This design comes from an exercise in tuning for small area and few clock cycles per item on the open sky130 flow, not from production work.
Only simulation tests tie the RTL to the original design; equivalence was not proved.
Power is estimated from default activity; no workload was simulated.

## old
==> module alu_add, before the edit <==
module alu_add
(
    input  defs::data_t a_i,
    input  defs::data_t b_i,
    input  logic        cin_i,
    output defs::data_t p_o,
    output defs::data_t g_o,
    output defs::data_t s_o,
    output logic        cout_o
);
    assign p_o = a_i ^ b_i;
    assign g_o = a_i & b_i;
    logic [31:0] cg, cp;
    always_comb begin
        cg = g_o;
        cp = p_o;
        cg[0] = g_o[0] | (p_o[0] & cin_i);
        for (int l = 0; l < 5; l++) begin
            for (int i = 0; i < 32; i++) begin
                if ((i % (2 << l)) == (2 << l) - 1) begin
                    cg[i] = cg[i] | (cp[i] & cg[i - (1 << l)]);
                    cp[i] = cp[i] & cp[i - (1 << l)];
                end
            end
        end
        for (int l = 3; l >= 0; l--) begin
            for (int i = 0; i < 32; i++) begin
                if ((i % (2 << l)) == (1 << l) - 1 && i >= (2 << l)) begin
                    cg[i] = cg[i] | (cp[i] & cg[i - (1 << l)]);
                    cp[i] = cp[i] & cp[i - (1 << l)];
                end
            end
        end
    end
    assign s_o    = p_o ^ {cg[30:0], cin_i};
    assign cout_o = cg[31];
endmodule
Settings: LEC_CHECK=0, CAP_MARGIN=20, CORE_MARGIN=2, CORE_UTILIZATION=45, SLEW_MARGIN=20, SYNTH_HIERARCHICAL=1; clock period 6.5 ns.
standard.sh (not shown) runs the stock make flow with config.mk's settings and CLKGATE_MAP_FILE= SYNTH_SCRIPT=/design/flow/synth_recipe.tcl, a recipe that flattens the netlist after the stock synthesis.
==> flow/flow/run.sh <==
#!/bin/bash
# The standard layout with two changes: the smallest buffer on the ports,
# and a clock tree of larger sink clusters without dummy loads.
set -euo pipefail
cd "$(dirname "$0")/.."
CTS="-sink_clustering_enable -repair_clock_nets -dont_use_dummy_load -buf_list sky130_fd_sc_hd__clkbuf_16 -sink_clustering_size 24 -sink_clustering_max_diameter 60"
bash ./standard.sh "BUFFER_PORTS_ARGS=-buffer_cell sky130_fd_sc_hd__buf_1" "CTS_ARGS=$CTS" finish > orfs_make.log 2>&1
Testbench counts of old, summed over its fixed seeds: cycles 16,008, items 16,000.
### old -> new
diff --git a/flow/design.v b/flow/design.v
--- a/flow/design.v
+++ b/flow/design.v
@@ -164,36 +164,32 @@
     output defs::data_t p_o,
     output defs::data_t g_o,
     output defs::data_t s_o,
     output logic        cout_o
 );
+    logic [31:0] gp [0:5];
+    logic [31:0] pp [0:5];
     assign p_o = a_i ^ b_i;
     assign g_o = a_i & b_i;
-    logic [31:0] cg, cp;
     always_comb begin
-        cg = g_o;
-        cp = p_o;
-        cg[0] = g_o[0] | (p_o[0] & cin_i);
+        gp[0] = g_o;
+        pp[0] = p_o;
+        gp[0][0] = g_o[0] | (p_o[0] & cin_i);
         for (int l = 0; l < 5; l++) begin
             for (int i = 0; i < 32; i++) begin
-                if ((i % (2 << l)) == (2 << l) - 1) begin
-                    cg[i] = cg[i] | (cp[i] & cg[i - (1 << l)]);
-                    cp[i] = cp[i] & cp[i - (1 << l)];
-                end
-            end
-        end
-        for (int l = 3; l >= 0; l--) begin
-            for (int i = 0; i < 32; i++) begin
-                if ((i % (2 << l)) == (1 << l) - 1 && i >= (2 << l)) begin
-                    cg[i] = cg[i] | (cp[i] & cg[i - (1 << l)]);
-                    cp[i] = cp[i] & cp[i - (1 << l)];
+                if ((i >> l) & 1) begin
+                    gp[l+1][i] = gp[l][i] | (pp[l][i] & gp[l][((i >> l) << l) - 1]);
+                    pp[l+1][i] = pp[l][i] & pp[l][((i >> l) << l) - 1];
+                end else begin
+                    gp[l+1][i] = gp[l][i];
+                    pp[l+1][i] = pp[l][i];
                 end
             end
         end
     end
-    assign s_o    = p_o ^ {cg[30:0], cin_i};
-    assign cout_o = cg[31];
+    assign s_o    = p_o ^ {gp[5][30:0], cin_i};
+    assign cout_o = gp[5][31];
 endmodule
 module alu_shift
 (
     input  defs::data_t a_i,
     input  logic [4:0]  shamt_i,
## What came out
Re combinational power: new and old aren't equal, and the lower value belongs to old.
new vs. old: routability congestion estimate from global placement went up by 8.2%; worst reg-to-reg path cell count went down by 4; final cell count went up by 1.1%; area growth from synthesis to final layout went up by 0.40 points; global-route wire length before repair went down by 1.6%.
Between old and new, the maximum frequency figures differ only marginally.
Testbench counts of new, summed over its fixed seeds: cycles 16,008, items 16,000.

## separate check: timing with driven ports
How much do the figures lean on ideal ports? The routed layouts below were timed once more, with nothing changed but the port constraints. Step 1, drivers: a clkbuf_16 drives clk_i and a buf_2 each remaining input, both assumed. Step 2 moves the port delays by t, midway between the first and last clock arrival at a register: inputs arrive t later, outputs are due t later. That takes back most of the time a late clock gives input paths. a / b / c = ideal / step 1 / step 2; a / b = the first two.
| run | t, ns | slack for setup (ns) | worst data-port slew with drivers (ns) |
|---|---|---|---|
| old | 0.747 | 0.219 / 0.149 / 0.383 | 0.04 |
| new | 0.743 | 0.206 / 0.133 / 0.164 | 0.04 |
After both steps every run listed still meets setup and hold. The setup slack of new, which loses most, moves by -0.073 ns with the drivers and by -0.042 ns with both steps.
